What follows belongs to an exercise in optimizing a design on an open flow for small area, a short achievable clock period and few clock cycles per item; a production flow would make more cautious choices.
Only simulation tests tie the RTL to the original design; equivalence was not proved.
No activity file was given, so power comes from the tool's default toggle rates.

==> job 5176: inputs <==
// wheel_color_strip_generator_top
module wheel_color_strip_generator_top
(
   input  logic        clock,
   input  logic        reset,
   input  logic        req_tvalid,
   output logic        req_tready,
   input  logic [63:0] req_tdata,    
   output logic        rsp_tvalid,
   input  logic        rsp_tready,
   output logic [31:0] rsp_tdata,    
   output logic        rsp_tlast,    
   input  logic        csr_psel,
   input  logic        csr_penable,
   input  logic        csr_pwrite,
   input  logic [4:0]  csr_paddr,
   input  logic [31:0] csr_pwdata,
   output logic [31:0] csr_prdata,
   output logic        csr_pready
);
Settings: LEC_CHECK=0, CAP_MARGIN=20, CORE_MARGIN=2, CORE_UTILIZATION=55, CTS_BUF_LIST=sky130_fd_sc_hd__clkbuf_4, CTS_CLUSTER_SIZE=30, SLEW_MARGIN=60, SYNTH_MEMORY_MAX_BITS=16384; clock period 22.0 ns.
run.sh (not shown) runs the stock make flow with config.mk's settings and CLKGATE_MAP_FILE= SYNTH_SCRIPT=/design/flow/synth_recipe.tcl, a recipe that flattens the netlist after the stock synthesis.
==> job 5059 (differences from job 5176) <==
--- a/flow/design.v
+++ b/flow/design.v
@@ -30,18 +30,22 @@
    logic [2:0] index;
    logic       write;
    assign index = csr_paddr[4:2];
    assign write = csr_psel & csr_penable & csr_pwrite;
    assign csr_pready = 1'b1;
    always_comb begin
-      logic [7:0] lo, hi;
-      lo = csr_paddr[3] ? (csr_paddr[2] ? brightness_scale : {7'd0, fade_synced})
-                        : (csr_paddr[2] ? fade_speed : pattern_speed);
-      hi = csr_paddr[3] ? (csr_paddr[2] ? node_count : own_address)
-                        : (csr_paddr[2] ? {6'd0, inside_mode} : {6'd0, timing_mode});
-      csr_prdata = {24'd0, csr_paddr[4] ? hi : lo};
+      case (index)
+         REG_PATTERN_SPEED: csr_prdata = {24'd0, pattern_speed};
+         REG_FADE_SPEED:    csr_prdata = {24'd0, fade_speed};
+         REG_FADE_SYNCED:   csr_prdata = {31'd0, fade_synced};
+         REG_BRIGHTNESS:    csr_prdata = {24'd0, brightness_scale};
+         REG_TIMING_MODE:   csr_prdata = {30'd0, timing_mode};
+         REG_INSIDE_MODE:   csr_prdata = {30'd0, inside_mode};
+         REG_OWN_ADDRESS:   csr_prdata = {24'd0, own_address};
+         default:           csr_prdata = {24'd0, node_count};
+      endcase
    end
    always_ff @(posedge clock) begin
       if (reset) begin
          pattern_speed    <= 8'd42;
          fade_speed       <= 8'd0;
          fade_synced      <= 1'b0;
@@ -84,24 +88,22 @@
    output logic [8:0]  q_f
 );
    localparam int STEPS = 3;
    function automatic logic [8:0] step(input logic [7:0] rem, input logic nb, input logic [7:0] d);
       logic [8:0] r;
       logic       b;
-      logic [9:0] t;
       r = {rem, nb};
-      t = {1'b0, r} - {2'b0, d};
-      b = !t[9];
-      step = {b, b ? t[7:0] : r[7:0]};
+      b = (r >= {1'b0, d});
+      if (b) r = r - {1'b0, d};
+      step = {b, r[7:0]};
    endfunction
    function automatic logic [8:0] qstep(input logic [8:0] q, input logic b);
       logic [9:0] t;
-      logic [10:0] u;
       t = {q, 1'b0};
-      u = {1'b0, t} - 11'd314;
-      qstep = (u[10] ? t[8:0] : u[8:0]) | {8'd0, b};
+      if (t >= 10'd314) t = t - 10'd314;
+      qstep = t[8:0] | {8'd0, b};
    endfunction
    logic        a_busy_ff;
    logic [2:0]  a_cnt_ff;
    logic [29:0] aw_ff, af_ff;
    logic [7:0]  arw_ff, arf_ff;
    logic [8:0]  aqf_ff;
@@ -4144,25 +4146,23 @@
    logic [7:0]  base_ff;
    logic [16:0] bright_ff;
    logic [7:0]  u_ff;
    logic [1:0]  region_ff;
    logic        ov_ff;
    logic [2:0]  led_ff;
-   logic [7:0]  xh_ff, yh_ff;      
-   logic [1:0]  oreg_ff;           
+   logic [7:0]  red_ff, green_ff, blue_ff;
    logic        out_load;
    logic        emit;
    logic        at_last;
    logic [2:0]  idx, idx_next;
    logic [7:0]  led_off;
    logic [7:0]  pos;
    logic [1:0]  region;
    logic [7:0]  u;
    logic [24:0] x, y;
    logic [7:0]  xh, yh;
-   logic [7:0]  red, green, blue;
    assign idx      = (led_ff == 3'd5) ? 3'd0 : led_ff + 3'd1;
    assign idx_next = idx + 3'd1;
    assign at_last  = (led_ff == 3'd4);
    assign out_load = !ov_ff || rsp_tready;
    assign emit     = busy_ff && out_load;
    assign item_take = !busy_ff || (at_last && out_load);
@@ -4209,26 +4209,21 @@
       end
       if (item_take || emit) begin
          u_ff      <= u;
          region_ff <= region;
       end
       if (emit) begin
-         xh_ff   <= xh;
-         yh_ff   <= yh;
-         oreg_ff <= region_ff;
+         case (region_ff)
+            2'd0:    begin red_ff <= xh;   green_ff <= yh;   blue_ff <= 8'd0; end
+            2'd1:    begin red_ff <= yh;   green_ff <= 8'd0; blue_ff <= xh;   end
+            default: begin red_ff <= 8'd0; green_ff <= xh;   blue_ff <= yh;   end
+         endcase
       end
    end
-   always_comb begin
-      case (oreg_ff)
-         2'd0:    begin red = xh_ff; green = yh_ff; blue = 8'd0;  end
-         2'd1:    begin red = yh_ff; green = 8'd0;  blue = xh_ff; end
-         default: begin red = 8'd0;  green = xh_ff; blue = yh_ff; end
-      endcase
-   end
    assign rsp_tvalid = ov_ff;
-   assign rsp_tdata  = {5'd0, blue, green, red, led_ff};
+   assign rsp_tdata  = {5'd0, blue_ff, green_ff, red_ff, led_ff};
    assign rsp_tlast  = (led_ff == 3'd5);
 endmodule
 module wheel_color_strip_generator_top
 (
    input  logic        clock,
    input  logic        reset,
@@ -4259,14 +4254,12 @@
    logic [7:0] own_address;
    logic [7:0] node_count;
    logic [7:0]  ps_eff;
    logic        d_ready, d_last, d_load;
    logic        ps_zero;
    logic [7:0]  offset_ff;
-   logic [2:0]  ocnt_ff;
-   logic [7:0]  oacc_ff, oacc_next;
    logic [7:0]  d_qw;
    logic [8:0]  d_qf;
    logic        ser_take;
    logic        m_take, m_done;
    logic        m_busy_ff;
    logic [2:0]  m_cnt_ff;
@@ -4358,35 +4351,25 @@
       end
    end
    wcsg_step_rom u_step_rom (
       .idx   (node_count),
       .value (step_val)
    );
-   always_ff @(posedge clock) begin
-      if (reset || (csr_psel && csr_penable && csr_pwrite)) begin
-         ocnt_ff <= 3'd0;
-      end else begin
-         ocnt_ff <= ocnt_ff + 3'd1;
-      end
-   end
    always_comb begin
-      oacc_next = ((ocnt_ff == 3'd0) ? 8'd0 : {oacc_ff[6:0], 1'b0})
-                + (own_address[~ocnt_ff] ? step_val[7:0] : 8'd0);
+      logic [15:0] stag_prod;
+      stag_prod = own_address * step_val[7:0];
       case (timing_mode)
-         TIMING_STAGGERED: offset = oacc_next;
+         TIMING_STAGGERED: offset = stag_prod[7:0];
          TIMING_ALTERNATE: offset = own_address[0] ? 8'd0 : 8'd128;
          default:          offset = 8'd0;
       endcase
       item_base   = m_qw_ff + offset_ff;
       item_bright = fade_one ? scale : acc_ff;
    end
    always_ff @(posedge clock) begin
-      oacc_ff <= oacc_next;
-      if (ocnt_ff == 3'd7) begin
-         offset_ff <= offset;
-      end
+      offset_ff <= offset;
    end
    wcsg_serializer u_ser (
       .clock       (clock),
       .reset       (reset),
       .inside_mode (inside_mode),
       .item_valid  (m_busy_ff && m_done),
CTS_BUF_LIST = default   (was sky130_fd_sc_hd__clkbuf_4)
CTS_CLUSTER_SIZE = default   (was 30)
SLEW_MARGIN = 20   (was 60)
==> summary of the runs <==
Against job 5176, the critical path depth of job 5059 is higher by 1. Against job 5176, the cell area of job 5059 is larger by 1.6%. Register-to-register slack: job 5059 is worse than job 5176 (0.42 ns). Clock skew: job 5176 is higher than job 5059 (0.054 ns). Against job 5059, the synthesized cell count of job 5176 is lower by about 2.3%. Against job 5059, the worst setup slack of job 5176 is better by 0.34 ns. In sequential power, job 5176 and job 5059 hardly differ. Of job 5176 and job 5059, job 5176 has the higher fmax (gap 3.2%, measured against job 5059). Against job 5059, the sequential cell count of job 5176 is higher by 4.
==> figures <==
metric	job 5059	job 5176
Status	finished clean	finished clean
Multi-input logic portion of the cell area	0.661	0.655
Multi-input combinational gate total	3788	3731
Antenna Cells	3	5
FF-to-FF setup slack	12.38 ns	12.80 ns
Ratio of final minimum period to clock period	0.512	0.497
Starting density of the core	0.553	0.557
Worst VDD drop	334 uV	135 uV
Total routed wirelength	127000 um	119000 um
Fraction of the mapped netlist area in simple logic gates	0.188	0.188
Met2 Routed Length	57500 um	54900 um
Area of combinational cells with multiple inputs	27500 sq um	26800 sq um
Total power draw	7.59 mW	6.82 mW
Minimum period implied by the final worst setup slack	11.27 ns	10.93 ns
Number of optimization iterations in the first detailed-route pass	7	8
Clock buffer count in the final layout	45	128
Per-cell routed wire length	22.1 um	21.0 um
Static leakage	17.7 nW	17.3 nW
P&R area growth vs syn	7.82%	9.25%
Testbench counts of job 5176, summed over its fixed seeds: cycles 19,520, items 3,072.
Testbench counts of job 5059, summed over its fixed seeds: cycles 19,520, items 3,072.

[separate check: timing with driven ports]
The results above use ideal ports. As a check the final layouts listed here were re-extracted and re-timed, cells and wires unchanged.
Step 1 (the two cells are an assumption about what drives the block):
set clk [get_ports {clock}]
set_driving_cell -lib_cell sky130_fd_sc_hd__clkbuf_16 $clk
set_driving_cell -lib_cell sky130_fd_sc_hd__buf_2 [delete_from_list [all_inputs] $clk]
Step 2 moves the port delays by t, midway between the first and last clock arrival at a register: inputs arrive t later, outputs are due t later. That takes back most of the time a late clock gives input paths.
Three values: ideal, step 1, step 2; two values: the first two.
| run | t, ns | setup slack, ns | latest minus earliest clock arrival (ns) | worst register clock-pin slew, ns | pins driven straight from the clock port |
|---|---|---|---|---|---|
| job 5176 | 0.904 | 11.075 / 11.052 / 11.052 | 0.086 / 0.087 | 0.07 / 0.07 | 1 |
| job 5059 | 0.648 | 10.730 / 10.709 / 10.709 | 0.026 / 0.026 | 0.07 / 0.07 | 1 |
After both steps every run listed still meets setup and hold. For job 5176, which loses most, drivers alone change the setup slack by -0.023 ns; drivers and shift together by -0.023 ns.
